Source: an optimization exercise on an open RTL-to-GDS flow (aim: small area). Production flows keep margins and buffers that such runs may drop. The RTL was checked by simulation tests, not by an equivalence proof against the original design. Power is estimated from default activity; no workload was simulated. The flow treats the clock pin as an ideal source, which a real chip does not have.

==> flow/design.v <==
package cpu_pkg;
  localparam int WORD_BITS  = 32;
  localparam int INST_BITS  = 32;
  localparam int REGNO_BITS = 4;
  localparam int IMM_BITS   = 16;
  localparam int OP1_BITS   = 6;
  localparam int OP2_BITS   = 8;
  typedef logic [WORD_BITS-1:0]  word_t;
  typedef logic [INST_BITS-1:0]  inst_t;
  typedef logic [REGNO_BITS-1:0] regno_t;
  typedef logic [IMM_BITS-1:0]   imm_t;
  typedef logic [OP1_BITS-1:0]   op1_t;
  typedef logic [OP2_BITS-1:0]   op2_t;
  localparam op1_t OP1_ALUR = 6'b000000;
  localparam op1_t OP1_LW   = 6'b010010;
  localparam op1_t OP1_SW   = 6'b011010;
  localparam op1_t OP1_ADDI = 6'b100000;
  localparam op1_t OP1_ANDI = 6'b100100;
  localparam op1_t OP1_ORI  = 6'b100101;
  localparam op1_t OP1_XORI = 6'b100110;
  localparam op2_t OP2_EQ   = 8'b00001000;
  localparam op2_t OP2_LT   = 8'b00001001;
  localparam op2_t OP2_LE   = 8'b00001010;
  localparam op2_t OP2_NE   = 8'b00001011;
  localparam op2_t OP2_ADD  = 8'b00100000;
  localparam op2_t OP2_AND  = 8'b00100100;
  localparam op2_t OP2_OR   = 8'b00100101;
  localparam op2_t OP2_XOR  = 8'b00100110;
  localparam op2_t OP2_SUB  = 8'b00101000;
  localparam op2_t OP2_NAND = 8'b00101100;
  localparam op2_t OP2_NOR  = 8'b00101101;
  localparam op2_t OP2_NXOR = 8'b00101110;
  localparam op2_t OP2_RSHF = 8'b00110000;
  localparam op2_t OP2_LSHF = 8'b00110001;
  localparam logic [1:0] RES_LOGIC = 2'd0;
  localparam logic [1:0] RES_ADD   = 2'd1;
  localparam logic [1:0] RES_CMP   = 2'd2;
  localparam logic [1:0] RES_SHIFT = 2'd3;
  localparam logic [1:0] CMP_EQ = 2'd0;
  localparam logic [1:0] CMP_NE = 2'd1;
  localparam logic [1:0] CMP_LT = 2'd2;
  localparam logic [1:0] CMP_LE = 2'd3;
  localparam logic [3:0] TT_ZERO = 4'b0000;
  localparam logic [3:0] TT_AND  = 4'b1000;
  localparam logic [3:0] TT_OR   = 4'b1110;
  localparam logic [3:0] TT_XOR  = 4'b0110;
  localparam logic [3:0] TT_NAND = 4'b0111;
  localparam logic [3:0] TT_NOR  = 4'b0001;
  localparam logic [3:0] TT_NXOR = 4'b1001;
  localparam logic [3:0] TT_B    = 4'b1010;
  localparam int DMEM_WORDS = 256;
  localparam int REG_WORDS  = 16;
endpackage
module aoi3 (
  input  logic a1, a2,
  input  logic b1, b2,
  input  logic c1, c2,
  output logic y
);
  assign y = ~((a1 & a2) | (b1 & b2) | (c1 & c2));
endmodule
module bit_next (
  input  logic s,
  input  logic d,
  input  logic h,
  input  logic q,
  output logic y
);
  assign y = (s & d) | (h & q);
endmodule
module aor_sel #(
  parameter int N = 16
) (
  input  logic [N-1:0] sel,
  input  logic [N-1:0] din,
  output logic         dout
);
  localparam int NG = N / 3;
  localparam int NR = N - 3 * NG;
  logic [NG-1:0] y;
  aoi3 u_aoi [NG-1:0] (
    .a1 (sel[0 +: NG]),    .a2 (din[0 +: NG]),
    .b1 (sel[NG +: NG]),   .b2 (din[NG +: NG]),
    .c1 (sel[2*NG +: NG]), .c2 (din[2*NG +: NG]),
    .y  (y)
  );
  if (NR == 0) begin : g_r0
    assign dout = ~(&y);
  end else begin : g_r
    assign dout = ~(&y) | (|(sel[N-1 -: NR] & din[N-1 -: NR]));
  end
endmodule
module reg_file (
  input  logic            clk,
  input  logic            reset,
  input  cpu_pkg::regno_t rs_regno,
  input  cpu_pkg::regno_t rt_regno,
  input  logic            use_rt,      
  input  logic            use_imm,     
  input  cpu_pkg::imm_t   imm,
  output cpu_pkg::word_t  a_val,
  output cpu_pkg::word_t  b_val,
  input  logic            wr_en,
  input  cpu_pkg::regno_t wr_regno,
  input  cpu_pkg::word_t  wr_data
);
  localparam int N = cpu_pkg::REG_WORDS;
  logic [N-1:0]    valid;
  logic [N-1:0]    we;
  logic [N-1:0]    keep;
  logic [N-1:0]    sel_a;
  logic [N:0]      sel_b;
  logic [N*32-1:0] q;         
  logic [N*32-1:0] q_next;
  cpu_pkg::word_t  sxt_imm;
  assign sxt_imm = {{(cpu_pkg::WORD_BITS-cpu_pkg::IMM_BITS){imm[cpu_pkg::IMM_BITS-1]}}, imm};
  for (genvar r = 0; r < N; r++) begin : g_sel
    assign we[r]    = wr_en && (wr_regno == r);
    assign keep[r]  = !we[r];
    assign sel_a[r] = valid[r] && (rs_regno == r);
    assign sel_b[r] = valid[r] && use_rt && (rt_regno == r);
  end
  assign sel_b[N] = use_imm;
  always_ff @(posedge clk or posedge reset) begin
    if (reset) valid <= '0;
    else       valid <= valid | we;
  end
  for (genvar i = 0; i < cpu_pkg::WORD_BITS; i++) begin : g_bit
    bit_next u_next [N-1:0] (
      .s (we),
      .d (wr_data[i]),
      .h (keep),
      .q (q[N*i +: N]),
      .y (q_next[N*i +: N])
    );
    aor_sel #(.N(N))   u_a (.sel(sel_a), .din(q[N*i +: N]), .dout(a_val[i]));
    aor_sel #(.N(N+1)) u_b (.sel(sel_b), .din({sxt_imm[i], q[N*i +: N]}), .dout(b_val[i]));
  end
  always_ff @(posedge clk) q <= q_next;
endmodule
module decode_stage (
  input  logic            clk,
  input  logic            reset,
  input  logic            inst_valid,
  input  cpu_pkg::inst_t  inst,
  output cpu_pkg::regno_t rs_regno,
  output cpu_pkg::regno_t rt_regno,
  output logic            use_rt,
  output logic            use_imm,
  output cpu_pkg::imm_t   imm,
  input  cpu_pkg::word_t  a_val,
  input  cpu_pkg::word_t  b_val,
  output cpu_pkg::word_t  d_a,         
  output cpu_pkg::word_t  d_b,         
  output logic            d_wb,        
  output logic            d_ld,
  output logic            d_st,
  output cpu_pkg::regno_t d_dst,
  output logic [1:0]      d_rsel,
  output logic [1:0]      d_cmp,
  output logic [3:0]      d_tt,
  output logic            d_sub,
  output logic            d_shl
);
  cpu_pkg::op1_t op1;
  cpu_pkg::op2_t op2;
  logic          is_mem;
  logic          wb, ld, st;
  logic [1:0]    rsel;
  logic [1:0]    cmp;
  logic [3:0]    tt;
  logic          sub;
  logic          shl;
  logic          dst_rd;
  logic [9:0]    addr;
  assign op1      = inst[31:26];
  assign op2      = inst[25:18];
  assign imm      = inst[23:8];
  assign rs_regno = inst[7:4];
  assign rt_regno = inst[3:0];
  always_comb begin
    wb      = 1'b0;
    ld      = 1'b0;
    st      = 1'b0;
    use_rt  = 1'b0;
    use_imm = 1'b0;
    dst_rd  = 1'b0;
    rsel    = cpu_pkg::RES_LOGIC;
    cmp     = cpu_pkg::CMP_EQ;
    tt      = cpu_pkg::TT_ZERO;
    sub     = 1'b0;
    shl     = 1'b0;
    case (op1)
      cpu_pkg::OP1_ALUR: begin
        wb     = 1'b1;
        dst_rd = 1'b1;
        use_rt = 1'b1;
        case (op2)
          cpu_pkg::OP2_EQ:   begin rsel = cpu_pkg::RES_CMP; cmp = cpu_pkg::CMP_EQ; sub = 1'b1; end
          cpu_pkg::OP2_LT:   begin rsel = cpu_pkg::RES_CMP; cmp = cpu_pkg::CMP_LT; sub = 1'b1; end
          cpu_pkg::OP2_LE:   begin rsel = cpu_pkg::RES_CMP; cmp = cpu_pkg::CMP_LE; sub = 1'b1; end
          cpu_pkg::OP2_NE:   begin rsel = cpu_pkg::RES_CMP; cmp = cpu_pkg::CMP_NE; sub = 1'b1; end
          cpu_pkg::OP2_ADD:  rsel = cpu_pkg::RES_ADD;
          cpu_pkg::OP2_SUB:  begin rsel = cpu_pkg::RES_ADD; sub = 1'b1; end
          cpu_pkg::OP2_AND:  tt = cpu_pkg::TT_AND;
          cpu_pkg::OP2_OR:   tt = cpu_pkg::TT_OR;
          cpu_pkg::OP2_XOR:  tt = cpu_pkg::TT_XOR;
          cpu_pkg::OP2_NAND: tt = cpu_pkg::TT_NAND;
          cpu_pkg::OP2_NOR:  tt = cpu_pkg::TT_NOR;
          cpu_pkg::OP2_NXOR: tt = cpu_pkg::TT_NXOR;
          cpu_pkg::OP2_RSHF: rsel = cpu_pkg::RES_SHIFT;
          cpu_pkg::OP2_LSHF: begin rsel = cpu_pkg::RES_SHIFT; shl = 1'b1; end
          default:           tt = cpu_pkg::TT_ZERO;
        endcase
      end
      cpu_pkg::OP1_LW: begin
        wb = 1'b1;
        ld = 1'b1;
      end
      cpu_pkg::OP1_SW: begin
        st     = 1'b1;
        use_rt = 1'b1;
        tt     = cpu_pkg::TT_B;    
      end
      cpu_pkg::OP1_ADDI: begin
        wb = 1'b1; use_imm = 1'b1; rsel = cpu_pkg::RES_ADD;
      end
      cpu_pkg::OP1_ANDI: begin
        wb = 1'b1; use_imm = 1'b1; tt = cpu_pkg::TT_AND;
      end
      cpu_pkg::OP1_ORI: begin
        wb = 1'b1; use_imm = 1'b1; tt = cpu_pkg::TT_OR;
      end
      cpu_pkg::OP1_XORI: begin
        wb = 1'b1; use_imm = 1'b1; tt = cpu_pkg::TT_XOR;
      end
      default: ;
    endcase
  end
  assign is_mem = ld || st;
  assign addr   = a_val[9:0] + imm[9:0];
  always_ff @(posedge clk or posedge reset) begin
    if (reset) begin
      d_wb <= 1'b0;
      d_st <= 1'b0;
    end else begin
      d_wb <= inst_valid && wb;
      d_st <= inst_valid && st;
    end
  end
  always_ff @(posedge clk) begin
    d_ld   <= ld;
    d_a    <= is_mem ? {a_val[31:10], addr[9:2], a_val[1:0]} : a_val;
    d_b    <= b_val;
    d_dst  <= dst_rd ? inst[11:8] : inst[3:0];
    d_rsel <= rsel;
    d_cmp  <= cmp;
    d_tt   <= tt;
    d_sub  <= sub;
    d_shl  <= shl;
  end
endmodule
module execute_stage (
  input  logic            clk,
  input  logic            reset,
  input  cpu_pkg::word_t  d_a,
  input  cpu_pkg::word_t  d_b,
  input  logic            d_wb,
  input  logic            d_ld,
  input  logic            d_st,
  input  cpu_pkg::regno_t d_dst,
  input  logic [1:0]      d_rsel,
  input  logic [1:0]      d_cmp,
  input  logic [3:0]      d_tt,
  input  logic            d_sub,
  input  logic            d_shl,
  output cpu_pkg::word_t  e_res,
  output logic [7:0]      e_addr,
  output logic            e_wb,
  output logic            e_ld,
  output logic            e_st,
  output cpu_pkg::regno_t e_dst
);
  cpu_pkg::word_t a;
  cpu_pkg::word_t b;
  cpu_pkg::word_t sum;
  cpu_pkg::word_t lres;
  cpu_pkg::word_t sres;
  cpu_pkg::word_t res;
  logic           zero;
  logic           lt;
  logic           cres;
  assign a = d_a;
  assign b = d_b;
  assign sum = a + (b ^ {32{d_sub}}) + {31'b0, d_sub};
  assign zero = (sum == '0);
  assign lt   = (a[31] != b[31]) ? a[31] : sum[31];
  always_comb begin
    case (d_cmp)
      cpu_pkg::CMP_EQ: cres = zero;
      cpu_pkg::CMP_NE: cres = !zero;
      cpu_pkg::CMP_LT: cres = lt;
      default:         cres = lt || zero;
    endcase
  end
  for (genvar i = 0; i < 32; i++) begin : g_lu
    assign lres[i] = d_tt[{a[i], b[i]}];
  end
  cpu_pkg::word_t sh_in;
  cpu_pkg::word_t sh_out;
  logic           fill;
  logic           big;
  for (genvar i = 0; i < 32; i++) begin : g_rev
    assign sh_in[i] = d_shl ? a[31-i] : a[i];
    assign sres[i]  = d_shl ? sh_out[31-i] : sh_out[i];
  end
  assign fill   = !d_shl && a[31];
  assign big    = |b[31:5];
  assign sh_out = big ? {32{fill}} : 32'(({{32{fill}}, sh_in}) >> b[4:0]);
  always_comb begin
    case (d_rsel)
      cpu_pkg::RES_LOGIC: res = lres;
      cpu_pkg::RES_ADD:   res = sum;
      cpu_pkg::RES_CMP:   res = {31'b0, cres};
      default:            res = sres;
    endcase
  end
  always_ff @(posedge clk or posedge reset) begin
    if (reset) begin
      e_wb <= 1'b0;
      e_st <= 1'b0;
    end else begin
      e_wb <= d_wb;
      e_st <= d_st;
    end
  end
  always_ff @(posedge clk) begin
    e_res  <= res;
    e_addr <= d_a[9:2];
    e_ld   <= d_ld;
    e_dst  <= d_dst;
  end
endmodule
module result_stage (
  input  logic            clk,
  input  logic            reset,
  input  cpu_pkg::word_t  e_res,
  input  logic [7:0]      e_addr,
  input  logic            e_wb,
  input  logic            e_ld,
  input  logic            e_st,
  input  cpu_pkg::regno_t e_dst,
  output cpu_pkg::word_t  wbd,       
  output logic            wb_valid,
  output cpu_pkg::regno_t wb_regno,
  output cpu_pkg::word_t  wb_data
);
  localparam int N = cpu_pkg::DMEM_WORDS;
  logic [15:0]     row;
  logic [15:0]     col;
  logic [N-1:0]    wl;        
  logic [N-1:0]    keep;      
  cpu_pkg::word_t  wdata;     
  cpu_pkg::word_t  rdata;
  logic [N*32-1:0] q;         
  logic [N*32-1:0] q_next;
  for (genvar i = 0; i < 16; i++) begin : g_pre
    assign row[i] = (e_addr[7:4] == i);
    assign col[i] = (e_addr[3:0] == i);
  end
  for (genvar w = 0; w < N; w++) begin : g_wl
    assign wl[w]   = row[w / 16] && col[w % 16];
    assign keep[w] = !(wl[w] && e_st);
  end
  assign wdata = e_st ? e_res : '0;
  for (genvar i = 0; i < cpu_pkg::WORD_BITS; i++) begin : g_bit
    bit_next u_next [N-1:0] (
      .s (wl),
      .d (wdata[i]),
      .h (keep),
      .q (q[N*i +: N]),
      .y (q_next[N*i +: N])
    );
    aor_sel #(.N(N)) u_rd (
      .sel  (wl),
      .din  (q[N*i +: N]),
      .dout (rdata[i])
    );
  end
  always_ff @(posedge clk) q <= q_next;
  assign wbd = e_ld ? rdata : e_res;
  always_ff @(posedge clk or posedge reset) begin
    if (reset) wb_valid <= 1'b0;
    else       wb_valid <= e_wb;
  end
  always_ff @(posedge clk) begin
    wb_regno <= e_dst;
    wb_data  <= wbd;
  end
endmodule
module cpu_core (
  input  logic            clk,
  input  logic            reset,
  input  logic            inst_valid,
  input  cpu_pkg::inst_t  inst,
  output logic            wb_valid,
  output cpu_pkg::regno_t wb_regno,
  output cpu_pkg::word_t  wb_data
);
  cpu_pkg::regno_t rs_regno;
  cpu_pkg::regno_t rt_regno;
  logic            use_rt;
  logic            use_imm;
  cpu_pkg::imm_t   imm;
  cpu_pkg::word_t  a_val;
  cpu_pkg::word_t  b_val;
  cpu_pkg::word_t  d_a;
  cpu_pkg::word_t  d_b;
  logic            d_wb;
  logic            d_ld;
  logic            d_st;
  cpu_pkg::regno_t d_dst;
  logic [1:0]      d_rsel;
  logic [1:0]      d_cmp;
  logic [3:0]      d_tt;
  logic            d_sub;
  logic            d_shl;
  cpu_pkg::word_t  e_res;
  logic [7:0]      e_addr;
  logic            e_wb;
  logic            e_ld;
  logic            e_st;
  cpu_pkg::regno_t e_dst;
  cpu_pkg::word_t  wbd;
  reg_file u_reg_file (
    .clk      (clk),
    .reset    (reset),
    .rs_regno (rs_regno),
    .rt_regno (rt_regno),
    .use_rt   (use_rt),
    .use_imm  (use_imm),
    .imm      (imm),
    .a_val    (a_val),
    .b_val    (b_val),
    .wr_en    (e_wb),
    .wr_regno (e_dst),
    .wr_data  (wbd)
  );
  decode_stage u_decode (
    .clk        (clk),
    .reset      (reset),
    .inst_valid (inst_valid),
    .inst       (inst),
    .rs_regno   (rs_regno),
    .rt_regno   (rt_regno),
    .use_rt     (use_rt),
    .use_imm    (use_imm),
    .imm        (imm),
    .a_val      (a_val),
    .b_val      (b_val),
    .d_a        (d_a),
    .d_b        (d_b),
    .d_wb       (d_wb),
    .d_ld       (d_ld),
    .d_st       (d_st),
    .d_dst      (d_dst),
    .d_rsel     (d_rsel),
    .d_cmp      (d_cmp),
    .d_tt       (d_tt),
    .d_sub      (d_sub),
    .d_shl      (d_shl)
  );
  execute_stage u_execute (
    .clk    (clk),
    .reset  (reset),
    .d_a    (d_a),
    .d_b    (d_b),
    .d_wb   (d_wb),
    .d_ld   (d_ld),
    .d_st   (d_st),
    .d_dst  (d_dst),
    .d_rsel (d_rsel),
    .d_cmp  (d_cmp),
    .d_tt   (d_tt),
    .d_sub  (d_sub),
    .d_shl  (d_shl),
    .e_res  (e_res),
    .e_addr (e_addr),
    .e_wb   (e_wb),
    .e_ld   (e_ld),
    .e_st   (e_st),
    .e_dst  (e_dst)
  );
  result_stage u_result (
    .clk      (clk),
    .reset    (reset),
    .e_res    (e_res),
    .e_addr   (e_addr),
    .e_wb     (e_wb),
    .e_ld     (e_ld),
    .e_st     (e_st),
    .e_dst    (e_dst),
    .wbd      (wbd),
    .wb_valid (wb_valid),
    .wb_regno (wb_regno),
    .wb_data  (wb_data)
  );
endmodule
==> flow/run.sh <==
#!/bin/bash
# synth_recipe.tcl (not shown) runs the flow's synth.tcl, then flattens the netlist and writes it again
# the make line also repeats each setting of config.mk as NAME=value (left out here)
make -C /OpenROAD-flow-scripts/flow DESIGN_CONFIG=/design/flow/config.mk WORK_HOME=/design/flow/orfs CLKGATE_MAP_FILE= SYNTH_SCRIPT=/design/flow/synth_recipe.tcl finish
==> flow/config.mk <==
export PLATFORM = sky130hd
export DESIGN_NAME = cpu_core
export DESIGN_NICKNAME = cpu_core
export VERILOG_FILES = /design/flow/design.v
export SDC_FILE = /design/flow/constraint.sdc
export NUM_CORES = 8
export LEC_CHECK = 0
export CAP_MARGIN = 20
export CORE_MARGIN = 2
export CORE_UTILIZATION = 40
export SLEW_MARGIN = 20
export SYNTH_HIERARCHICAL = 1
export SYNTH_MEMORY_MAX_BITS = 16384
==> flow/constraint.sdc <==
create_clock -name core_clock -period 7.0 [get_ports {clk}]
set_input_delay 1.4000 -clock core_clock [delete_from_list [all_inputs] [get_ports {clk}]]
set_output_delay 1.4000 -clock core_clock [all_outputs]
set_load 0.01 [all_outputs]
==> results of run 1 <==
==> sequential cells by signal, summed over array words and instances (netlist names), 2 cells and up <==
register           count
u_decode.d_a          32
u_decode.d_b          32
u_decode.d_cmp         2
u_decode.d_dst         4
u_decode.d_rsel        2
u_decode.d_tt          4
u_execute.e_addr       8
u_execute.e_dst        4
u_execute.e_res       32
u_reg_file.q         512
u_reg_file.valid      16
u_result.q          8192
u_result.wb_data      32
u_result.wb_regno      4
==> Yosys stat by module (local to each module, per instance), a selection <==
module	cells	times used	cell area [µm²]
result_stage	9025	1	169000
reg_file	646	1	11300
execute_stage	848	1	7050
decode_stage	228	1	2670
aoi3	1	3040	10.0
bit_next	1	8704	8.76
==> critical path, delay by kind of cell (launching register included) <==
kind	cells	cell delay (ns)
muxes	1	0.40
AOI/OAI and AO/OA	2	0.74
and+or+nand+nor	6	3.67
buffers and inverters	3	1.30
DFF	1	0.90
==> timing repair <==
item / CTS / global route
gates resized for setup: 0 / 0
buffers inserted: 0 / 5
setup endpoints to repair: 0 / 16
==> power breakdown <==
part / internal, µW / leakage [µW] / switching (µW)
logic: 110 / 0.0461 / 290
clock network: 28600 / 0.0150 / 21200
registers: 50600 / 0.0717 / 35.5
==> final cells by class <==
class                           count  area (µm²)
Fill cell                       66700      397000
Sequential cell                  8885      178000
Multi-Input combinational cell  14500      129000
Clock buffer                     1283       25900
Tap cell                        10100       12700
Timing Repair Buffer             1209       11400
Clock inverter                    344        4660
Antenna cell                       36        90.1
Inverter                           16        60.1
==> per-stage QoR <==
step                area (µm²)  hold slack (ns)  utilization  setup WS (ns)  cells
global placement        330000            0.311        0.435         -0.127  34700
finish                  362000            0.325        0.477         -0.207  36400
floorplan               304000            0.310            -           1.53  23600
CTS                     361000            0.327        0.476          0.168  36300
global route            362000            0.332        0.477          0.189  36400
detailed placement      330000            0.313        0.435          0.213  34700
==> cell families after synthesis <==
| logic type | share of synthesized area |
|---|---|
| AO/OA/AOI/OAI | 0.359 |
| XOR/XNOR | 0.00187 |
| adder cells (fa/ha/maj) | 0.00196 |
| buffers and inverters | 0.00473 |
| flip-flops | 0.585 |
| multiplexers | 0.00844 |
| AND/OR/NAND/NOR | 0.0388 |
==> cell usage after synthesis (41+ instances only) <==
| master | instances |
|---|---|
| clkbuf_1 | 140 |
| and3_1 | 79 |
| nand2_1 | 198 |
| xor2_1 | 48 |
| ha_1 | 46 |
| a21oi_1 | 99 |
| and2_1 | 41 |
| nor2_2 | 52 |
| nor4_1 | 109 |
| a22o_1 | 8736 |
| o21ai_0 | 59 |
| nor2_1 | 295 |
| mux2i_1 | 53 |
| buf_2 | 53 |
| nand3_1 | 310 |
| a222oi_1 | 3040 |
| mux2_2 | 55 |
| nand4_1 | 717 |
| or4_1 | 68 |
| mux4_2 | 63 |
| dfxtp_1 | 8864 |
==> routing by layer <==
| layer | global-route usage | part of all wire |
|---|---|---|
| met5 | 0.000434 | 0.00018 |
| met4 | 0.172 | 0.062 |
| met3 | 0.0892 | 0.13 |
| met2 | 0.446 | 0.41 |
| met1 | 0.430 | 0.40 |
==> final timing paths <==
kind / from / to / slack (ns) / depth (start not counted)
setup / recovery: u_execute.e_addr[2] / u_reg_file.q[168] / -0.21 / 12
hold reg to reg: u_decode.d_dst[2] / u_execute.e_dst[2] / 0.32 / 0
setup reg to reg: u_execute.e_addr[2] / u_reg_file.q[168] / -0.21 / 12
max in group asynchronous: reset / u_reg_file.valid[5] / 5.89 / 2
min in group asynchronous: reset / u_result.wb_valid / 0.44 / 2
hold / removal: u_decode.d_dst[2] / u_execute.e_dst[2] / 0.32 / 0
==> impl.org, run 1 <==
** Run status
- The run finished, with violations left.
- In this run the layout check failures are negative setup slack.

** GRT
- Global routing finished with a remaining overflow of 0.
- Maximum number of pins on one net before global-route repair :: 154
- Number of antenna violations at the first check in global routing :: just over 80
- The first global-routing pass estimated 1810000 µm of wire.
- In the global route stage, overall resource usage came out at 0.315.
- Via count of the first global-routing pass :: 244000

** Power and ir drop
- For this design the ratio of total power to cell area is 279 nW/µm².
- Peak supply drop :: 0.000302 V
- The analysis attributes to cell leakage a power of 0.133 µW.
- Overall power :: roughly 100000 µW

** Route
- In this run the remaining antenna-violating nets after routing total 0.
- DRC violations left :: 0
- The first detailed-routing pass ran for 13 iterations.
- The detailed router finished its first iteration with 53500 violations.
- Wires add up to 1290000 µm.
- After detailed routing, the number of vias per cell comes to around 7.2.
- Avg WL per Cell :: 35.6 µm
- Detailed-route via count :: around 260k

** Critical path
- Endpoint class of the critical path :: register
- Data arrival time at the worst-slack endpoint :: 8.30 ns
- On the critical path, the stage with the largest delay is an instance of nor4_2.
- In this run the worst path has a maximum fanout of 32.
- Setup Crit Path Kind :: reg2reg
- The most numerous cell type found on the critical path is buf_4.
- Critical path startpoint category :: register
- STA puts the critical path data required time at between 8 and 9 ns.
- Largest incremental delay on the critical path :: 1.05 ns
- Traced cell by cell, the critical path runs through nand4bb_4 > buf_4 > nor2_4 > buf_4 > a222oi_1 > and4_1 > nand4_1 > nor4_2 > nand4_1 > buf_4 > mux2_2 > a22o_1.

** Place
- Port buffering added 71 buffers.
- After legalization and detailed placement, the total HPWL measured 769000 µm.
- The congestion estimate from routability-driven global placement came to around 0.9.

** Worst hold path
- The min-delay analysis places its worst path in the category reg2reg.

** Clock network
- For this design, the sink count on the clock tree is ~8900.
- Number of hold buffers added after cts :: 0
- Clock-pin slew reported for the worst setup and hold paths after clock tree synthesis :: 0.06 ns
- Clock tree synthesis inserted a total of just under 900 buffers.
- Root Driver :: clkbuf_16
- TritonCTS built the clock tree.
- In this run the number of H-tree levels came out at 6.
- Clock Path Buffers :: 4
- Clock insertion delay at the later pin of the skew report :: 1.24 ns

** Synth
- The most used flip-flop cell after synthesis is dfxtp_1.
- Synthesis produced a netlist with a net count of 23700.
- Leading cell types by total area after synthesis :: dfxtp_1, a22o_1, a222oi_1
- In the synthesized netlist the async set-or-reset flop fraction comes to 0.00236.
- During synthesis, Yosys emitted a total of 10 warnings.
- After synthesis, the mean cell area works out to around 13 µm².
- For this run, the register share of the synthesized area comes to 0.585.
- Top-area cell type share of the netlist area :: 0.583
- dfxtp_1 takes more of the synthesized area than any other cell.
- The synthesized netlist occupies a cell area of 304000 µm².
- After synthesis, the netlist uses 89 different library cells.
- Number of flops mapped to enable cells by yosys :: 0
- Counting every instance in the synthesized netlist gives approximately 24000.
- Flop and latch count out of synthesis :: 8885

** Layout
- In the final layout, the share of cells above drive strength 1 is 0.131.
- Final nets :: ~26000
- Compared with the post-synthesis result, the final layout area differs by 18.9%.
- Commonest non-fill, non-tap cell in the layout :: dfxtp_1
- Leading cell types in the layout, fill and taps excluded :: dfxtp_1, a22o_1, a222oi_1

** Timing
- Fmax achieved :: between 100 and 150 MHz
- Setup repair after global routing left no endpoint under its margin.
- Setup total negative slack on the finished layout was measured at -2.97 ns.
- The count of final hold-check violations was 0.
- Final critical path time including I/O delays and setup :: 7.21 ns
- Measured against its own limit, the worst slew margin works out to 0.0940.
- Worst Skew :: 0.0960 ns
- Count of pins over their slew limit :: 0
- Setup violation total in the final timing report :: 16
- Worst path setup slack after routing :: -0.207 ns
- Transition time of the tightest slew-check pin :: ~1.4 ns
- Final worst path period share :: 1.03

** Die
- # IOs :: 72
- The die covers 768000 µm².
- The die is 876 µm tall.
- After floorplanning, the core was divided into 320 placement rows.
- Floorplan Core Area :: about 760000 µm²
- For this configuration, the core starts out at a cell density of 0.401.
- In this run the horizontal extent of the chip is 876 µm.

** Flow run
- Max_cap viols :: 0
==> run 2, diff against run 1 <==
--- a/flow/design.v
+++ b/flow/design.v
@@ -97,3 +97,2 @@
   input  cpu_pkg::regno_t rt_regno,
-  input  logic            use_rt,      
   input  logic            use_imm,     
@@ -120,3 +119,3 @@
     assign sel_a[r] = valid[r] && (rs_regno == r);
-    assign sel_b[r] = valid[r] && use_rt && (rt_regno == r);
+    assign sel_b[r] = valid[r] && !use_imm && (rt_regno == r);
   end
@@ -145,11 +144,2 @@
   input  cpu_pkg::inst_t  inst,
-  output cpu_pkg::regno_t rs_regno,
-  output cpu_pkg::regno_t rt_regno,
-  output logic            use_rt,
-  output logic            use_imm,
-  output cpu_pkg::imm_t   imm,
-  input  cpu_pkg::word_t  a_val,
-  input  cpu_pkg::word_t  b_val,
-  output cpu_pkg::word_t  d_a,         
-  output cpu_pkg::word_t  d_b,         
   output logic            d_wb,        
@@ -157,3 +147,7 @@
   output logic            d_st,
-  output cpu_pkg::regno_t d_dst,
+  output cpu_pkg::regno_t d_rs,
+  output cpu_pkg::regno_t d_rt,
+  output cpu_pkg::imm_t   d_imm,       
+  output logic            d_use_imm,   
+  output logic            d_dst_rd,    
   output logic [1:0]      d_rsel,
@@ -166,4 +160,5 @@
   cpu_pkg::op2_t op2;
-  logic          is_mem;
   logic          wb, ld, st;
+  logic          use_imm;
+  logic          dst_rd;
   logic [1:0]    rsel;
@@ -173,9 +168,4 @@
   logic          shl;
-  logic          dst_rd;
-  logic [9:0]    addr;
-  assign op1      = inst[31:26];
-  assign op2      = inst[25:18];
-  assign imm      = inst[23:8];
-  assign rs_regno = inst[7:4];
-  assign rt_regno = inst[3:0];
+  assign op1 = inst[31:26];
+  assign op2 = inst[25:18];
   always_comb begin
@@ -184,3 +174,2 @@
     st      = 1'b0;
-    use_rt  = 1'b0;
     use_imm = 1'b0;
@@ -196,3 +185,2 @@
         dst_rd = 1'b1;
-        use_rt = 1'b1;
         case (op2)
@@ -216,9 +204,9 @@
       cpu_pkg::OP1_LW: begin
-        wb = 1'b1;
-        ld = 1'b1;
+        wb      = 1'b1;
+        ld      = 1'b1;
+        use_imm = 1'b1;
       end
       cpu_pkg::OP1_SW: begin
-        st     = 1'b1;
-        use_rt = 1'b1;
-        tt     = cpu_pkg::TT_B;    
+        st = 1'b1;
+        tt = cpu_pkg::TT_B;    
       end
@@ -239,4 +227,2 @@
   end
-  assign is_mem = ld || st;
-  assign addr   = a_val[9:0] + imm[9:0];
   always_ff @(posedge clk or posedge reset) begin
@@ -251,11 +237,13 @@
   always_ff @(posedge clk) begin
-    d_ld   <= ld;
-    d_a    <= is_mem ? {a_val[31:10], addr[9:2], a_val[1:0]} : a_val;
-    d_b    <= b_val;
-    d_dst  <= dst_rd ? inst[11:8] : inst[3:0];
-    d_rsel <= rsel;
-    d_cmp  <= cmp;
-    d_tt   <= tt;
-    d_sub  <= sub;
-    d_shl  <= shl;
+    d_ld      <= ld;
+    d_rs      <= inst[7:4];
+    d_rt      <= inst[3:0];
+    d_imm     <= inst[23:8];
+    d_use_imm <= use_imm;
+    d_dst_rd  <= dst_rd;
+    d_rsel    <= rsel;
+    d_cmp     <= cmp;
+    d_tt      <= tt;
+    d_sub     <= sub;
+    d_shl     <= shl;
   end
@@ -265,4 +253,4 @@
   input  logic            reset,
-  input  cpu_pkg::word_t  d_a,
-  input  cpu_pkg::word_t  d_b,
+  input  cpu_pkg::word_t  a_val,
+  input  cpu_pkg::word_t  b_val,       
   input  logic            d_wb,
@@ -270,3 +258,5 @@
   input  logic            d_st,
-  input  cpu_pkg::regno_t d_dst,
+  input  cpu_pkg::regno_t d_rt,
+  input  cpu_pkg::imm_t   d_imm,
+  input  logic            d_dst_rd,
   input  logic [1:0]      d_rsel,
@@ -292,4 +282,5 @@
   logic           cres;
-  assign a = d_a;
-  assign b = d_b;
+  logic [9:0]     addr;
+  assign a = a_val;
+  assign b = b_val;
   assign sum = a + (b ^ {32{d_sub}}) + {31'b0, d_sub};
@@ -308,13 +299,50 @@
   end
-  cpu_pkg::word_t sh_in;
-  cpu_pkg::word_t sh_out;
-  logic           fill;
   logic           big;
-  for (genvar i = 0; i < 32; i++) begin : g_rev
-    assign sh_in[i] = d_shl ? a[31-i] : a[i];
-    assign sres[i]  = d_shl ? sh_out[31-i] : sh_out[i];
-  end
-  assign fill   = !d_shl && a[31];
-  assign big    = |b[31:5];
-  assign sh_out = big ? {32{fill}} : 32'(({{32{fill}}, sh_in}) >> b[4:0]);
+  logic [4:0]     s_n;             
+  logic [4:0]     s_l;             
+  logic [4:0]     s_r;             
+  logic [31:0]    lv [0:5];        
+  assign big = |b[31:5];
+  for (genvar k = 0; k < 5; k++) begin : g_ssel
+    if (k == 4) begin : g_last
+      assign s_n[k] = !b[k] && !big;
+      assign s_l[k] = b[k] && d_shl && !big;
+      assign s_r[k] = b[k] && !d_shl && !big;
+    end else begin : g_mid
+      assign s_n[k] = !b[k];
+      assign s_l[k] = b[k] && d_shl;
+      assign s_r[k] = b[k] && !d_shl;
+    end
+  end
+  assign lv[0] = a;
+  for (genvar k = 0; k < 5; k++) begin : g_lvl
+    localparam int S = 1 << k;
+    for (genvar i = 0; i < 32; i++) begin : g_b
+      logic from_l;
+      logic from_r;
+      if (i >= S) begin : g_l
+        assign from_l = lv[k][i-S];
+      end else begin : g_l0
+        assign from_l = (k % 2 == 1);
+      end
+      if (i + S <= 31) begin : g_r
+        assign from_r = lv[k][i+S];
+      end else begin : g_r0
+        assign from_r = lv[k][31];
+      end
+      if (i >= S) begin : g_aoi
+        aoi3 u_aoi (
+          .a1 (s_n[k]), .a2 (lv[k][i]),
+          .b1 (s_l[k]), .b2 (from_l),
+          .c1 (s_r[k]), .c2 (from_r),
+          .y  (lv[k+1][i])
+        );
+      end else begin : g_edge
+        assign lv[k+1][i] = !((s_n[k] && lv[k][i]) || (s_l[k] && from_l) || (s_r[k] && from_r));
+      end
+    end
+  end
+  logic sfill;
+  assign sfill = big && !d_shl && a[31];
+  assign sres  = ~lv[5] | {32{sfill}};
   always_comb begin
@@ -327,2 +355,3 @@
   end
+  assign addr = a[9:0] + d_imm[9:0];
   always_ff @(posedge clk or posedge reset) begin
@@ -338,5 +367,5 @@
     e_res  <= res;
-    e_addr <= d_a[9:2];
+    e_addr <= addr[9:2];
     e_ld   <= d_ld;
-    e_dst  <= d_dst;
+    e_dst  <= d_dst_rd ? d_imm[3:0] : d_rt;
   end
@@ -409,11 +438,2 @@
 );
-  cpu_pkg::regno_t rs_regno;
-  cpu_pkg::regno_t rt_regno;
-  logic            use_rt;
-  logic            use_imm;
-  cpu_pkg::imm_t   imm;
-  cpu_pkg::word_t  a_val;
-  cpu_pkg::word_t  b_val;
-  cpu_pkg::word_t  d_a;
-  cpu_pkg::word_t  d_b;
   logic            d_wb;
@@ -421,3 +441,7 @@
   logic            d_st;
-  cpu_pkg::regno_t d_dst;
+  cpu_pkg::regno_t d_rs;
+  cpu_pkg::regno_t d_rt;
+  cpu_pkg::imm_t   d_imm;
+  logic            d_use_imm;
+  logic            d_dst_rd;
   logic [1:0]      d_rsel;
@@ -427,2 +451,4 @@
   logic            d_shl;
+  cpu_pkg::word_t  a_val;
+  cpu_pkg::word_t  b_val;
   cpu_pkg::word_t  e_res;
@@ -433,17 +459,2 @@
   cpu_pkg::regno_t e_dst;
-  cpu_pkg::word_t  wbd;
-  reg_file u_reg_file (
-    .clk      (clk),
-    .reset    (reset),
-    .rs_regno (rs_regno),
-    .rt_regno (rt_regno),
-    .use_rt   (use_rt),
-    .use_imm  (use_imm),
-    .imm      (imm),
-    .a_val    (a_val),
-    .b_val    (b_val),
-    .wr_en    (e_wb),
-    .wr_regno (e_dst),
-    .wr_data  (wbd)
-  );
   decode_stage u_decode (
@@ -453,11 +464,2 @@
     .inst       (inst),
-    .rs_regno   (rs_regno),
-    .rt_regno   (rt_regno),
-    .use_rt     (use_rt),
-    .use_imm    (use_imm),
-    .imm        (imm),
-    .a_val      (a_val),
-    .b_val      (b_val),
-    .d_a        (d_a),
-    .d_b        (d_b),
     .d_wb       (d_wb),
@@ -465,3 +467,7 @@
     .d_st       (d_st),
-    .d_dst      (d_dst),
+    .d_rs       (d_rs),
+    .d_rt       (d_rt),
+    .d_imm      (d_imm),
+    .d_use_imm  (d_use_imm),
+    .d_dst_rd   (d_dst_rd),
     .d_rsel     (d_rsel),
@@ -472,22 +478,37 @@
   );
+  reg_file u_reg_file (
+    .clk      (clk),
+    .reset    (reset),
+    .rs_regno (d_rs),
+    .rt_regno (d_rt),
+    .use_imm  (d_use_imm),
+    .imm      (d_imm),
+    .a_val    (a_val),
+    .b_val    (b_val),
+    .wr_en    (wb_valid),
+    .wr_regno (wb_regno),
+    .wr_data  (wb_data)
+  );
   execute_stage u_execute (
-    .clk    (clk),
-    .reset  (reset),
-    .d_a    (d_a),
-    .d_b    (d_b),
-    .d_wb   (d_wb),
-    .d_ld   (d_ld),
-    .d_st   (d_st),
-    .d_dst  (d_dst),
-    .d_rsel (d_rsel),
-    .d_cmp  (d_cmp),
-    .d_tt   (d_tt),
-    .d_sub  (d_sub),
-    .d_shl  (d_shl),
-    .e_res  (e_res),
-    .e_addr (e_addr),
-    .e_wb   (e_wb),
-    .e_ld   (e_ld),
-    .e_st   (e_st),
-    .e_dst  (e_dst)
+    .clk      (clk),
+    .reset    (reset),
+    .a_val    (a_val),
+    .b_val    (b_val),
+    .d_wb     (d_wb),
+    .d_ld     (d_ld),
+    .d_st     (d_st),
+    .d_rt     (d_rt),
+    .d_imm    (d_imm),
+    .d_dst_rd (d_dst_rd),
+    .d_rsel   (d_rsel),
+    .d_cmp    (d_cmp),
+    .d_tt     (d_tt),
+    .d_sub    (d_sub),
+    .d_shl    (d_shl),
+    .e_res    (e_res),
+    .e_addr   (e_addr),
+    .e_wb     (e_wb),
+    .e_ld     (e_ld),
+    .e_st     (e_st),
+    .e_dst    (e_dst)
   );
@@ -502,3 +523,3 @@
     .e_dst    (e_dst),
-    .wbd      (wbd),
+    .wbd      (),
     .wb_valid (wb_valid),
--- a/flow/config.mk
+++ b/flow/config.mk
@@ -9,3 +9,5 @@
 export CORE_MARGIN = 2
-export CORE_UTILIZATION = 40
+export CORE_UTILIZATION = 65
+export CTS_CLUSTER_DIAMETER = 150
+export CTS_CLUSTER_SIZE = 25
 export SLEW_MARGIN = 20
==> run 2 against run 1 <==
  * Now clean on timing, DRC and antenna
  * Clock-buffer cell count decreased by 882
  * Maximum frequency increased by 5.2%
  * Sequential share of layout area up 3.8 points
  * Largest cell class unchanged
  * Largest power group unchanged
  * Highest routed layer unchanged
==> impl.org, run 2 <==
** Layout
- The register with the most flip-flops is u_result.q (unchanged).
- Largest register FFs :: 8192 (unchanged)
- The share of cells above drive strength 1 came to 0.0911 (was 0.131).
- Filler Cells Inserted :: 32100 (was 66700)
- Top Registers: u_result.q x8192, u_reg_file.q x512 (unchanged).
- The area growth from synthesis to final layout came to 10.2% (was 18.9%).
- The number of nets at the end of the flow is 25000 (was 25500).
- Leading cell types in the layout, fill and taps excluded :: dfxtp_1, a22o_1, a222oi_1 (unchanged)
- The number of non-filler instances in the completed layout came to 31100 (was 36400).
- The most frequent standard cell in the layout excluding fill and tap cells was dfxtp_1 (unchanged).

** Critical path
- The logic depth of the worst register-to-register path came to 11 (was 12).
- Critical path startpoint category :: register (unchanged)
- Slowest cell on crit path :: a2111oi_4 (was nor4_2)
- Critical path required time :: 7.96 ns (was 8.10 ns)
- Setup Crit Path Kind :: reg2reg (unchanged)
- Largest incremental delay on the critical path :: 1.03 ns (was 1.05 ns)
- The number of cells on the critical path came to 11 (was 12).
- The family of cells with the greatest summed delay on the critical path is simple AND/OR/NAND/NOR gates (unchanged).
- Crit path cell chain :: or4_2 > buf_4 > nor2_4 > buf_4 > buf_4 > a222oi_1 > nand4_1 > or4_1 > a2111oi_4 > nand4_1 > mux2_2 (was nand4bb_4 > buf_4 > nor2_4 > buf_4 > a222oi_1 > and4_1 > nand4_1 > nor4_2 > nand4_1 > buf_4 > mux2_2 > a22o_1)
- Biggest fanout along the worst timing path :: 21 (was 32)
- The most frequent cell on the critical path was buf_4 (unchanged).
- The element type at the critical path end is a register (unchanged).
- Number of buffer and inverter instances along the worst setup path :: 3 (unchanged)
- The data arrival time at the worst-slack endpoint was 7.82 ns (was 8.30 ns).

** Timing
- The worst relative slew slack came to 0.0762 (was 0.0940).
- The count of final hold-check violations was 0 (unchanged).
- Final critical path time including I/O delays and setup :: 6.85 ns (was 7.21 ns)
- Final worst path period share :: 0.979 (was 1.03)
- The measured slew at the worst slew-check pin was 1.37 ns (was 1.36 ns).
- Worst Skew :: 0.0963 ns (was 0.0960 ns)
- Setup violation total in the final timing report :: 0 (was 16)
- The maximum clock frequency was 146 MHz (was 139 MHz).
- Final-layout setup total negative slack :: 0 ns (was -2.97 ns)
- The number of slew-limit violations in the final report is 0 (unchanged).
- Setup repair after global routing missed its margin: false (unchanged).

** Synth
- The synthesized instance count came to 23500 (was 23600).
- The register bit count reported by yosys came to 8843 (was 8885).
- The number of synthesis warnings is 12 (was 10).
- The count of flip-flops with a built-in enable after synthesis came to 0 (unchanged).
- Sequential element share of the synthesized area :: 0.585 (about the same)
- The synthesized net count came to 23600 (was 23700).
- Area of the mapped netlist :: 303000 µm² (was 304000 µm²)
- The proportion of register bits with asynchronous set or reset after synthesis was 0.00237 (was 0.00236).
- Leading post-synthesis cells by instance count: dfxtp_1, a22o_1, a222oi_1 (unchanged).
- Most frequently used cell type in the post-synthesis netlist :: dfxtp_1 (unchanged)
- The most instantiated flip-flop cell in the synthesis netlist is dfxtp_1 (unchanged).
- The mean area per synthesized cell is 12.9 µm² (about the same).
- Top-area cell type share of the netlist area :: 0.583 (about the same)
- Leading area contributor after synthesis :: dfxtp_1 (unchanged)
- Leading cell types by total area after synthesis :: dfxtp_1, a22o_1, a222oi_1 (unchanged)
- Count of distinct cell types in the synthesized netlist :: 104 (was 89)

** Place
- Placer's final routability congestion estimate :: 0.969 (was 0.925)
- IO buf count :: 71 (unchanged)
- Number of placed instances, taps included :: 30600 (was 34700)
- Placed wire-length estimate after detailed placement :: 712000 µm (was 769000 µm)

** Die
- The boundary pin count came to 72 (unchanged).
- The die height is 687 µm (was 876 µm).
- Floorplan Core Area :: 464000 µm² (was 759000 µm²)
- The horizontal die dimension is 687 µm (was 876 µm).
- The site row count was 250 (was 320).
- Total die area :: 472000 µm² (was 768000 µm²)
- The initial cell density of the core came to 0.653 (was 0.401).

** Clock network
- Number of hold buffers added after cts :: 0 (unchanged)
- The number of clock buffers inserted by TritonCTS is 391 (was 875).
- Clock-pin slew reported for the worst setup and hold paths after clock tree synthesis :: 0.10 ns (was 0.06 ns)
- Number of buffers inserted to repair setup after CTS :: 0 (unchanged)
- The count of clock tree sinks was 8843 (was 8885).
- Root Driver :: clkbuf_16 (unchanged)
- The clock tree from TritonCTS was built (unchanged).
- The later-pin clock latency in the skew report was 1.12 ns (was 1.24 ns).
- Gates resized, CTS repair :: 0 (unchanged)
- The maximum level of the CTS H-tree was 5 (was 6).
- The clock tree buffer depth is 4 (unchanged).

** Route
- Final wirelength :: 1190000 µm (was 1290000 µm)
- Avg WL per Cell :: 38.3 µm (was 35.6 µm)
- The via count came to 264000 (was 263000).
- Iteration-0 DRC Markers :: 62600 (was 53500)
- The post-route met1 wirelength is 435000 µm (was 523000 µm).
- DRC violations left :: 0 (unchanged)
- The amount of wire on met3 after detailed routing came to 175000 µm (was 162000 µm).
- The detailed-route vias per instance is 8.48 (was 7.24).
- The met2 wirelength from detailed routing came to 487000 µm (was 529000 µm).
- The highest metal layer with signal wires was met5 (unchanged).
- Pre-Repair DR Iteration Count :: 17 (was 13)
- Antenna Nets Post-Route :: 0 (unchanged)

** Power and ir drop
- Peak supply drop :: 0.000237 V (was 0.000302 V)
- The cell area power density came to 231 nW/µm² (was 279 nW/µm²).
- Leakage power :: 0.122 µW (was 0.133 µW)

** Run status
- Run status: finished clean (was complete, but fails checks).

** GRT
- Grt total ovfl :: 0 (unchanged)
- Number of antenna violations at the first check in global routing :: 79 (was 83)
- Maximum number of pins on one net before global-route repair :: 161 (was 154)
- The number of global-route vias before repair came to 242000 (was 244000).
- First-pass GRT wire length :: 1690000 µm (was 1810000 µm)
- The total routing resource utilization after global routing is 0.475 (was 0.315).

** Worst hold path
- The number of stages on the worst hold path came to 0 (unchanged).
- Path category of the worst min-delay check :: reg2reg (unchanged)

** Flow run
- Max_cap viols :: 0 (unchanged)
-- run 2: through the flow --
stage,util,worst slack (ns),cell area (µm²),hold slack [ns],power [µW]
final,0.720,0.147,334000,0.329,77300
after global routing,0.720,0.363,334000,0.332,78900
after CTS,0.719,0.496,334000,0.332,77100
after detailed placement,0.697,0.597,323000,0.315,52300
after global placement,0.696,0.385,323000,0.312,52300
after floorplan,-,0.293,303000,0.310,51800
-- run 2: layout make-up --
| type | instances | area (µm²) | area share |
|---|---|---|---|
| antenna | 44 | 110 | 0.000330 |
| tap | 6174 | 7720 | 0.0231 |
| inverter | 25 | 93.8 | 0.000281 |
| timing repair buffer | 1190 | 10300 | 0.0309 |
| clock inverter | 20 | 362 | 0.00108 |
| multi-input combinational | 14400 | 128000 | 0.384 |
| clock buffer | 401 | 9950 | 0.0298 |
| sequential | 8843 | 177000 | 0.530 |
-- run 2: power breakdown --
group          internal, µW  switching (µW)  total (µW)
combinational           168             631         799
sequential            50300            57.7       50400
clock                 10300           15900       26200
-- run 2: kinds of logic after synthesis --
family / share of synthesized area
adder cells (fa/ha/maj): 0.00201
buffers and inverters: 0.00404
AND/OR/NAND/NOR: 0.0385
AO/OA/AOI/OAI: 0.365
XOR/XNOR: 0.00164
flip-flops: 0.585
multiplexers: 0.00451
-- run 2: metal layers --
metal | track usage | vias up
li1 | - | 107000
met3 | 0.157 | 4009
met4 | 0.334 | 62
met1 | 0.617 | 131000
met2 | 0.667 | 21900
met5 | 0 | -
-- run 2: final timing paths --
| check | to | from | slack, ns |
|---|---|---|---|
| max | u_result.wb_data[24] | u_execute.e_addr[4] | 0.15 |
| min | u_execute.e_ld | u_decode.d_ld | 0.33 |
| max reg2reg | u_result.wb_data[24] | u_execute.e_addr[4] | 0.15 |
| min reg2reg | u_execute.e_ld | u_decode.d_ld | 0.33 |
| max in group asynchronous | u_reg_file.valid[10] | reset | 5.63 |
| min in group asynchronous | u_result.wb_valid | reset | 0.71 |
-- run 2: per-module statistics from Yosys, one instance, submodules excluded, excerpt --
module         cells inside  flops+latches
result_stage           9025           8229
execute_stage           712             47
bit_next                  1              0
reg_file                646            528
decode_stage            106             39
aoi3                      1              0
==> run 3, diff against run 2 <==
--- a/flow/design.v
+++ b/flow/design.v
@@ -61,2 +61,9 @@
 endmodule
+module line_drv (
+  input  logic a,
+  input  logic b,
+  output logic y
+);
+  assign y = a & b;
+endmodule
 module bit_next (
@@ -267,3 +274,4 @@
   output cpu_pkg::word_t  e_res,
-  output logic [7:0]      e_addr,
+  output logic [15:0]     e_row,       
+  output logic [15:0]     e_col,       
   output logic            e_wb,
@@ -347,9 +355,20 @@
   assign sres  = ~lv[5] | {32{sfill}};
-  always_comb begin
-    case (d_rsel)
-      cpu_pkg::RES_LOGIC: res = lres;
-      cpu_pkg::RES_ADD:   res = sum;
-      cpu_pkg::RES_CMP:   res = {31'b0, cres};
-      default:            res = sres;
-    endcase
+  logic sel_l, sel_a, sel_c, sel_s;
+  assign sel_l = (d_rsel == cpu_pkg::RES_LOGIC);
+  assign sel_a = (d_rsel == cpu_pkg::RES_ADD);
+  assign sel_c = (d_rsel == cpu_pkg::RES_CMP);
+  assign sel_s = (d_rsel == cpu_pkg::RES_SHIFT);
+  for (genvar i = 0; i < 32; i++) begin : g_res
+    if (i == 0) begin : g_b0
+      assign res[i] = (sel_l && lres[i]) || (sel_a && sum[i]) || (sel_s && sres[i]) || (sel_c && cres);
+    end else begin : g_bn
+      logic y;
+      aoi3 u_aoi (
+        .a1 (sel_l), .a2 (lres[i]),
+        .b1 (sel_a), .b2 (sum[i]),
+        .c1 (sel_s), .c2 (sres[i]),
+        .y  (y)
+      );
+      assign res[i] = !y;
+    end
   end
@@ -367,3 +386,6 @@
     e_res  <= res;
-    e_addr <= addr[9:2];
+    for (int i = 0; i < 16; i++) begin
+      e_row[i] <= (addr[9:6] == i);
+      e_col[i] <= (addr[5:2] == i);
+    end
     e_ld   <= d_ld;
@@ -376,3 +398,4 @@
   input  cpu_pkg::word_t  e_res,
-  input  logic [7:0]      e_addr,
+  input  logic [15:0]     e_row,     
+  input  logic [15:0]     e_col,     
   input  logic            e_wb,
@@ -387,6 +410,4 @@
   localparam int N = cpu_pkg::DMEM_WORDS;
-  logic [15:0]     row;
-  logic [15:0]     col;
-  logic [N-1:0]    wl;        
-  logic [N-1:0]    keep;      
+  logic [N-1:0]    wl   [0:1];    
+  logic [N-1:0]    keep [0:1];    
   cpu_pkg::word_t  wdata;     
@@ -395,9 +416,7 @@
   logic [N*32-1:0] q_next;
-  for (genvar i = 0; i < 16; i++) begin : g_pre
-    assign row[i] = (e_addr[7:4] == i);
-    assign col[i] = (e_addr[3:0] == i);
-  end
-  for (genvar w = 0; w < N; w++) begin : g_wl
-    assign wl[w]   = row[w / 16] && col[w % 16];
-    assign keep[w] = !(wl[w] && e_st);
+  for (genvar h = 0; h < 2; h++) begin : g_half
+    for (genvar w = 0; w < N; w++) begin : g_wl
+      line_drv u_wl (.a(e_row[w / 16]), .b(e_col[w % 16]), .y(wl[h][w]));
+      assign keep[h][w] = !(wl[h][w] && e_st);
+    end
   end
@@ -406,5 +425,5 @@
     bit_next u_next [N-1:0] (
-      .s (wl),
+      .s (wl[i / 16]),
       .d (wdata[i]),
-      .h (keep),
+      .h (keep[i / 16]),
       .q (q[N*i +: N]),
@@ -413,3 +432,3 @@
     aor_sel #(.N(N)) u_rd (
-      .sel  (wl),
+      .sel  (wl[i / 16]),
       .din  (q[N*i +: N]),
@@ -454,3 +473,4 @@
   cpu_pkg::word_t  e_res;
-  logic [7:0]      e_addr;
+  logic [15:0]     e_row;
+  logic [15:0]     e_col;
   logic            e_wb;
@@ -508,3 +528,4 @@
     .e_res    (e_res),
-    .e_addr   (e_addr),
+    .e_row    (e_row),
+    .e_col    (e_col),
     .e_wb     (e_wb),
@@ -518,3 +539,4 @@
     .e_res    (e_res),
-    .e_addr   (e_addr),
+    .e_row    (e_row),
+    .e_col    (e_col),
     .e_wb     (e_wb),
==> flow/flow/run.sh (new file) <==
#!/bin/bash
# Layout: the standard flow (standard.sh) with its synthesis unchanged,
# and these changes to how the layout is made:
#  - after global placement, a buffer driven by a simple gate is folded into
#    that gate, which is sized up instead, where the merged net stays short
#    (fold_bufs.tcl);
#  - up to 10 rounds of antenna repair after detailed routing (ORFS: 5);
#  - timing repair may size a cell to one of another footprint, and aims at
#    0.4 ns of setup slack (SETUP_SLACK_MARGIN in config.mk);
#  - clock tree synthesis inserts no dummy loads;
#  - the port buffers are buf_2 cells.
# Each step's full output goes to a log file in this folder; ORFS's own logs
# are under orfs/logs/.
set -euo pipefail
here=$(pwd)

bash standard.sh synth > log_synth.log 2>&1

CTS="-sink_clustering_enable -repair_clock_nets"
CTS="$CTS -sink_clustering_size 30 -sink_clustering_max_diameter 80"
CTS="$CTS -dont_use_dummy_load"

bash standard.sh \
  MATCH_CELL_FOOTPRINT=0 \
  MAX_REPAIR_ANTENNAS_ITER_DRT=10 \
  "POST_GLOBAL_PLACE_TCL=$here/flow/fold_bufs.tcl" \
  "CTS_ARGS=$CTS" \
  "BUFFER_PORTS_ARGS=-buffer_cell sky130_fd_sc_hd__buf_2" \
  finish > log_layout.log 2>&1
==> flow/flow/fold_bufs.tcl (new file) <==
# Used by flow/run.sh after global placement (POST_GLOBAL_PLACE_TCL).
# Fold a buffer into the simple gate that drives it: the buffer goes, and the
# gate, sized up, drives the buffer's loads itself. The size is the smallest
# of x2 and x4 whose maximum load (from the library) keeps 30% headroom over
# an estimate of the merged net's load. Nets over 40 pins, or spanning more
# than 200 um (half-perimeter), keep their buffers.
set fold_block [ord::get_db_block]
set fold_db [ord::get_db]
set fold_max_pins 40
# max_capacitance (pF) of the x2 and x4 sizes, from the sky130hd library
array set fold_maxcap {
  and2_2 0.303 and2_4 0.539 and3_2 0.309 and3_4 0.533
  nand2_2 0.296 nand2_4 0.530 nand3_2 0.260 nand3_4 0.470
  nor2_2 0.142 nor2_4 0.252 nor3_2 0.092 nor3_4 0.154
  or2_2 0.299 or2_4 0.515 or3_2 0.310 or3_4 0.532
  inv_2 0.331 inv_4 0.563
}
set fold_n 0
set fold_names {}
foreach inst [$fold_block getInsts] {
  if {[regexp {^sky130_fd_sc_hd__buf_[0-9]+$} [[$inst getMaster] getName]]} {
    lappend fold_names [$inst getName]
  }
}
foreach bname $fold_names {
  set inst [$fold_block findInst $bname]
  if {$inst eq "NULL"} continue
  set in [[$inst findITerm A] getNet]
  set out [[$inst findITerm X] getNet]
  if {$in eq "NULL" || $out eq "NULL"} continue
  if {[llength [$in getBTerms]] != 0 || [llength [$out getBTerms]] != 0} continue
  set drv ""
  foreach it [$in getITerms] { if {[$it isOutputSignal]} { set drv [$it getInst] } }
  if {$drv eq ""} continue
  if {![regexp {^sky130_fd_sc_hd__((and2|and3|nand2|nand3|nor2|nor3|or2|or3|inv)_[0-9]+)$} \
          [[$drv getMaster] getName] -> dcell]} continue
  set base [regsub {_[0-9]+$} $dcell ""]
  # merged net: every pin but the buffer's two
  set xs {}; set ys {}; set pins 0
  foreach it [concat [$in getITerms] [$out getITerms]] {
    set i [$it getInst]
    if {[$i getName] eq $bname} continue
    incr pins
    set bb [$i getBBox]
    lappend xs [$bb xMin]; lappend ys [$bb yMin]
  }
  if {$pins - 1 > $fold_max_pins} continue
  set hpwl [expr {([tcl::mathfunc::max {*}$xs] - [tcl::mathfunc::min {*}$xs] + \
                   [tcl::mathfunc::max {*}$ys] - [tcl::mathfunc::min {*}$ys]) / 1000.0}]
  if {$hpwl > 200.0} continue
  # pF: 2.5 fF per load pin, 0.25 fF per um of half-perimeter
  set load [expr {($pins - 1) * 0.0025 + $hpwl * 0.00025}]
  set big ""
  foreach s {2 4} {
    set c "${base}_$s"
    if {[info exists fold_maxcap($c)] && $load <= 0.7 * $fold_maxcap($c)} { set big $c; break }
  }
  if {$big eq ""} continue
  remove_buffers [get_cells $bname]
  replace_cell [get_cells [$drv getName]] "sky130_fd_sc_hd__$big"
  incr fold_n
}
puts "fold_bufs: folded $fold_n buffers"
==> flow/standard.sh (new file) <==
#!/bin/bash
# synth_recipe.tcl (not shown) runs the flow's synth.tcl, then flattens the netlist and writes it again
# the make line also repeats each setting of config.mk as NAME=value (left out here)
make -C /OpenROAD-flow-scripts/flow DESIGN_CONFIG=/design/flow/config.mk WORK_HOME=/design/flow/orfs CLKGATE_MAP_FILE= SYNTH_SCRIPT=/design/flow/synth_recipe.tcl "${@:-finish}"
--- a/flow/config.mk
+++ b/flow/config.mk
@@ -10,4 +10,5 @@
 export CORE_UTILIZATION = 65
-export CTS_CLUSTER_DIAMETER = 150
-export CTS_CLUSTER_SIZE = 25
+export CTS_CLUSTER_DIAMETER = 80
+export CTS_CLUSTER_SIZE = 30
+export SETUP_SLACK_MARGIN = 0.4
 export SLEW_MARGIN = 20
removed: flow/run.sh
==> run 3 against run 2 <==
  * Sequential share of layout area grew 1.5 points
  * Maximum frequency grew 8.8%
  * Worst setup slack gained 0.55 ns
  * Flip-flop and latch count grew 24
  * Area after synthesis grew 0.71%
  * First-iteration DRC count shrank 12%
  * Global-route usage shrank 6.3 points
  * Sequential power is essentially flat
  * Critical path type unchanged
==> impl.org, run 3 <==
** Synth
- Leading area contributor after synthesis :: dfxtp_1 (unchanged)
- Leading post-synthesis cells by instance count :: dfxtp_1, a22o_1, a222oi_1 (unchanged)
- Count of distinct cell types in the synthesized netlist :: 90 (was 104)
- Leading cell types by total area after synthesis :: dfxtp_1, a22o_1, a222oi_1 (unchanged)
- The synthesized instance count is 23900 (was 23500).
- Area of the mapped netlist :: 305000 µm² (was 303000 µm²)
- Share of synthesized registers carrying an async set or reset :: 0.00237 (about the same)
- Most frequently used cell type in the post-synthesis netlist :: dfxtp_1 (unchanged)
- Sequential element share of the synthesized area :: 0.582 (was 0.585)
- The count of flip-flops with a built-in enable after synthesis came to 0 (unchanged).
- Warning count from the yosys run :: 15 (was 12)
- Top-area cell type share of the netlist area :: 0.580 (was 0.583)
- The most instantiated flip-flop cell in the synthesis netlist is dfxtp_1 (unchanged).
- Flop and latch count out of synthesis :: 8867 (was 8843)
- Syn avg cell area :: 12.8 µm² (was 12.9 µm²)
- The synthesized net count came to 24000 (was 23600).

** Critical path
- Endpoint class of the critical path :: register (unchanged)
- The start of the worst register-to-register path is u_decode.d_rt[1] (was u_execute.e_addr[4]).
- Setup Crit Path Kind :: reg2reg (unchanged)
- End of the worst register-to-register path :: u_execute.e_res[0] (was u_result.wb_data[24])
- The maximum net fanout on the critical path was 23 (was 21).
- The slack of the worst reg-to-reg path was 0.70 ns (was 0.15 ns).
- The logic depth of the worst register-to-register path was 17 (was 11).
- Critical path startpoint category :: register (unchanged)
- The data arrival time at the worst-slack endpoint is 7.18 ns (was 7.82 ns).
- Critical path required time :: 7.88 ns (was 7.96 ns)

** Die
- Standard-cell row count :: 251 (was 250)
- Total die area :: 475000 µm² (was 472000 µm²)
- Die Height :: 689 µm (was 687 µm)
- The total core area came to 467000 µm² (was 464000 µm²).
- The initial cell density of the core came to 0.653 (about the same).
- # IOs :: 72 (unchanged)
- The horizontal die dimension was 689 µm (was 687 µm).

** Clock network
- The later-pin clock latency in the skew report is 1.07 ns (was 1.12 ns).
- The maximum level of the CTS H-tree is 5 (unchanged).
- Root Driver :: clkbuf_16 (unchanged)
- CTS tree :: built (unchanged)
- The cts-stage hold buffer count came to 0 (unchanged).
- TritonCTS buffer count :: 349 (was 391)
- The clock tree buffer depth came to 4 (unchanged).
- Clock-pin slew reported for the worst setup and hold paths after clock tree synthesis :: 0.12 ns (was 0.10 ns)
- The count of clock tree sinks came to 8867 (was 8843).

** GRT
- The largest net degree at the start of global routing was 167 (was 161).
- The number of antenna violations at the first check in global routing was 94 (was 79).
- The wire length of the first global-routing pass was 1510000 µm (was 1690000 µm).
- Global router's overall resource usage :: 0.412 (was 0.475)
- Via count of the first global-routing pass :: 224000 (was 242000)
- The total congestion overflow after global routing came to 0 (unchanged).

** Layout
- The register with the most flip-flops is u_result.q (unchanged).
- The area growth from synthesis to final layout is 6.81% (was 10.2%).
- The number of nets at the end of the flow was 24600 (was 25000).
- Leading cell types in the layout, fill and taps excluded :: dfxtp_1, a22o_1, a222oi_1 (unchanged)
- Commonest non-fill, non-tap cell in the layout :: dfxtp_1 (unchanged)
- The number of filler instances in the final layout was 33700 (was 32100).
- Largest register FFs :: 8192 (unchanged)
- Fraction of layout instances using a drive strength above 1 :: 0.0616 (was 0.0911)
- Top Registers: u_result.q x8192, u_reg_file.q x512 (unchanged).

** Power and ir drop
- Peak supply drop :: 0.000257 V (was 0.000237 V)
- Cell area power density :: 231 nW/µm² (about the same)
- The leakage power of the design is 0.119 µW (was 0.122 µW).

** Route
- The DRC violations left was 0 (unchanged).
- Via density per instance :: 8.17 (was 8.48)
- Antenna Nets Post-Route :: 0 (unchanged)
- The number of search-and-repair iterations in the first detailed-routing pass is 16 (was 17).
- Final wirelength :: 1050000 µm (was 1190000 µm)
- Avg WL per Cell :: 34.0 µm (was 38.3 µm)
- Iteration-0 DRC Markers :: 55400 (was 62600)
- Detailed-route via count :: 253000 (was 264000)

** Timing
- Count of pins over their slew limit :: 0 (unchanged)
- The worst clock skew was 0.115 ns (was 0.0963 ns).
- The shortest period the worst path allows was 6.30 ns (was 6.85 ns).
- Transition time of the tightest slew-check pin :: 1.33 ns (was 1.37 ns)
- Final worst path period share :: 0.900 (was 0.979)
- Setup repair after global routing missed its margin :: false (unchanged)
- The final setup violation count is 0 (unchanged).
- The count of final hold-check violations was 0 (unchanged).
- The post-layout worst setup margin was 0.701 ns (was 0.147 ns).
- The maximum clock frequency was 159 MHz (was 146 MHz).
- Worst slew margin :: 0.103 (was 0.0762)
- The total negative setup slack was 0 ns (unchanged).

** Place
- The post-place setup slack came to 0.543 ns (was 0.597 ns).
- The HPWL after detailed placement was 636000 µm (was 712000 µm).
- IO buf count :: 71 (unchanged)

** Run status
- Run status: finished clean (unchanged).

** Flow run
- Max_cap viols :: 0 (unchanged)

** Worst hold path
- The path type of the worst min-delay path is in2async (was reg2reg).
## run 3: changes by cell type after synthesis, sizes merged, moves of 43 or more
cell,change
and2,+518
nor2,-235
nand2,+535
inv,+43
nand3,-255
clkbuf,-86
## run 3: power breakdown
part	internal (µW)	total, µW	switching, µW	leakage [µW]
clock	9010	24200	15200	0.00430
combinational	110	521	411	0.0427
sequential	50400	50600	121	0.0715
## run 3: area by class of cell
cell class | instances | area, µm² | share of cell area
multi-input cells | 14900 | 128000 | 0.392
repair buffers | 376 | 3130 | 0.00961
flip-flops and latches | 8867 | 178000 | 0.545
well taps | 6198 | 7750 | 0.0238
inverters | 69 | 260 | 0.000798
diodes | 170 | 425 | 0.00131
clock buffers | 349 | 8730 | 0.0268
## run 3: logic make-up (layout without fill, tap and decap cells)
kind of cell | Yosys count | count (layout) | synth area share
adder cells (fa/ha/maj) | 48 | 48 | 0.00198
XOR/XNOR | 60 | 60 | 0.00177
flip-flops | 8867 | 8867 | 0.582
other | 0 | 170 | 0
multiplexers | 75 | 75 | 0.00394
AO/OA/AOI/OAI | 12200 | 12200 | 0.362
AND/OR/NAND/NOR | 2517 | 2518 | 0.0458
buffers and inverters | 172 | 794 | 0.00262
## run 3: metal layers
metal / routed length (µm) / share of wire / vias to the layer above / track usage
met1: 418000 / 0.40 / 126000 / 0.579
li1: - / - / 107000 / -
met3: 120000 / 0.11 / 2601 / 0.0858
met4: 61000 / 0.058 / 28 / 0.210
met5: 188 / 0.00018 / - / 0
met2: 450000 / 0.43 / 16800 / 0.600
## run 3: worst max-delay path, stage by stage, from the launching register on
cell       delay (ns)
dfxtp_1          0.36
and2_1           0.22
and3_2           0.44
buf_4            0.28
a222oi_1         0.48
nand3_1          0.19
or3_2            0.65
xor2_1           0.24
ha_1             0.39
o21a_1           0.15
or3_1            0.32
a2111oi_1        0.59
or4b_1           0.56
a2111oi_2        0.31
nand4b_1         0.22
nor4_2           0.39
mux2i_1          0.23
nand2_1          0.07
## run 3: worst max path at each step
| stage | slack (ns) | to | cells after the start | from |
|---|---|---|---|---|
| after floorplan | 0.60 | u_execute.e_res[31] | 14 | u_decode.d_use_imm |
| after global routing | 0.43 | u_execute.e_res[20] | 16 | u_decode.d_rt[1] |
| after CTS | 0.43 | u_execute.e_res[0] | 17 | u_decode.d_rt[1] |
| after global placement | 0.16 | u_execute.e_res[23] | 16 | u_decode.d_use_imm |
| final | 0.70 | u_execute.e_res[0] | 17 | u_decode.d_rt[1] |
| after detailed placement | 0.54 | u_execute.e_res[20] | 16 | u_decode.d_use_imm |
## run 3: through the flow
stage	instance area, µm²	hold WS [ns]	std cells	total power (µW)	util
finish	326000	0.236	30900	75300	0.697
CTS	325000	0.188	30700	75300	0.696
global route	326000	0.216	30800	77000	0.697
floorplan	305000	0.310	23900	51900	-
detailed placement	317000	0.312	30400	52200	0.678
global placement	320000	0.311	30900	52200	0.684
## run 3: repair_timing
| action | CTS | global route |
|---|---|---|
| resized for setup | 0 | 5 |
| setup endpoints to repair | 0 | 16 |
| buffers inserted | 0 | 1 |
## run 3: Yosys stat by module (local to each module, per instance), a selection
module         flops+latches  cell area [µm²]
aoi3                       0             10.0
bit_next                   0             8.76
decode_stage              39             1220
execute_stage             71             6080
line_drv                   0             6.26
reg_file                 528            11300
result_stage            8229           168000

[afterwards: timing with drivers on the ports]
Ports are ideal in the flow. The routed layouts listed here were re-timed in OpenROAD.
Step 1, drivers: a clkbuf_16 drives clk and a buf_2 each remaining input, both assumed.
Step 2 adds t to the input delays and takes it off the output delays; t is the mean of the earliest and latest rising clock arrival at the registers after step 1. Input paths then give back, and output paths get back, about the clock's delay inside the block.
a / b / c = ideal ports / drivers / drivers and shift; a / b = the first two.
run	t, ns	setup slack, ns	clock arrival spread, ns
run 1	1.337	-0.207 / -0.207 / -0.207	0.103 / 0.103
run 2	1.207	0.147 / 0.147 / 0.147	0.099 / 0.099
run 3	1.144	0.701 / 0.701 / 0.701	0.129 / 0.130
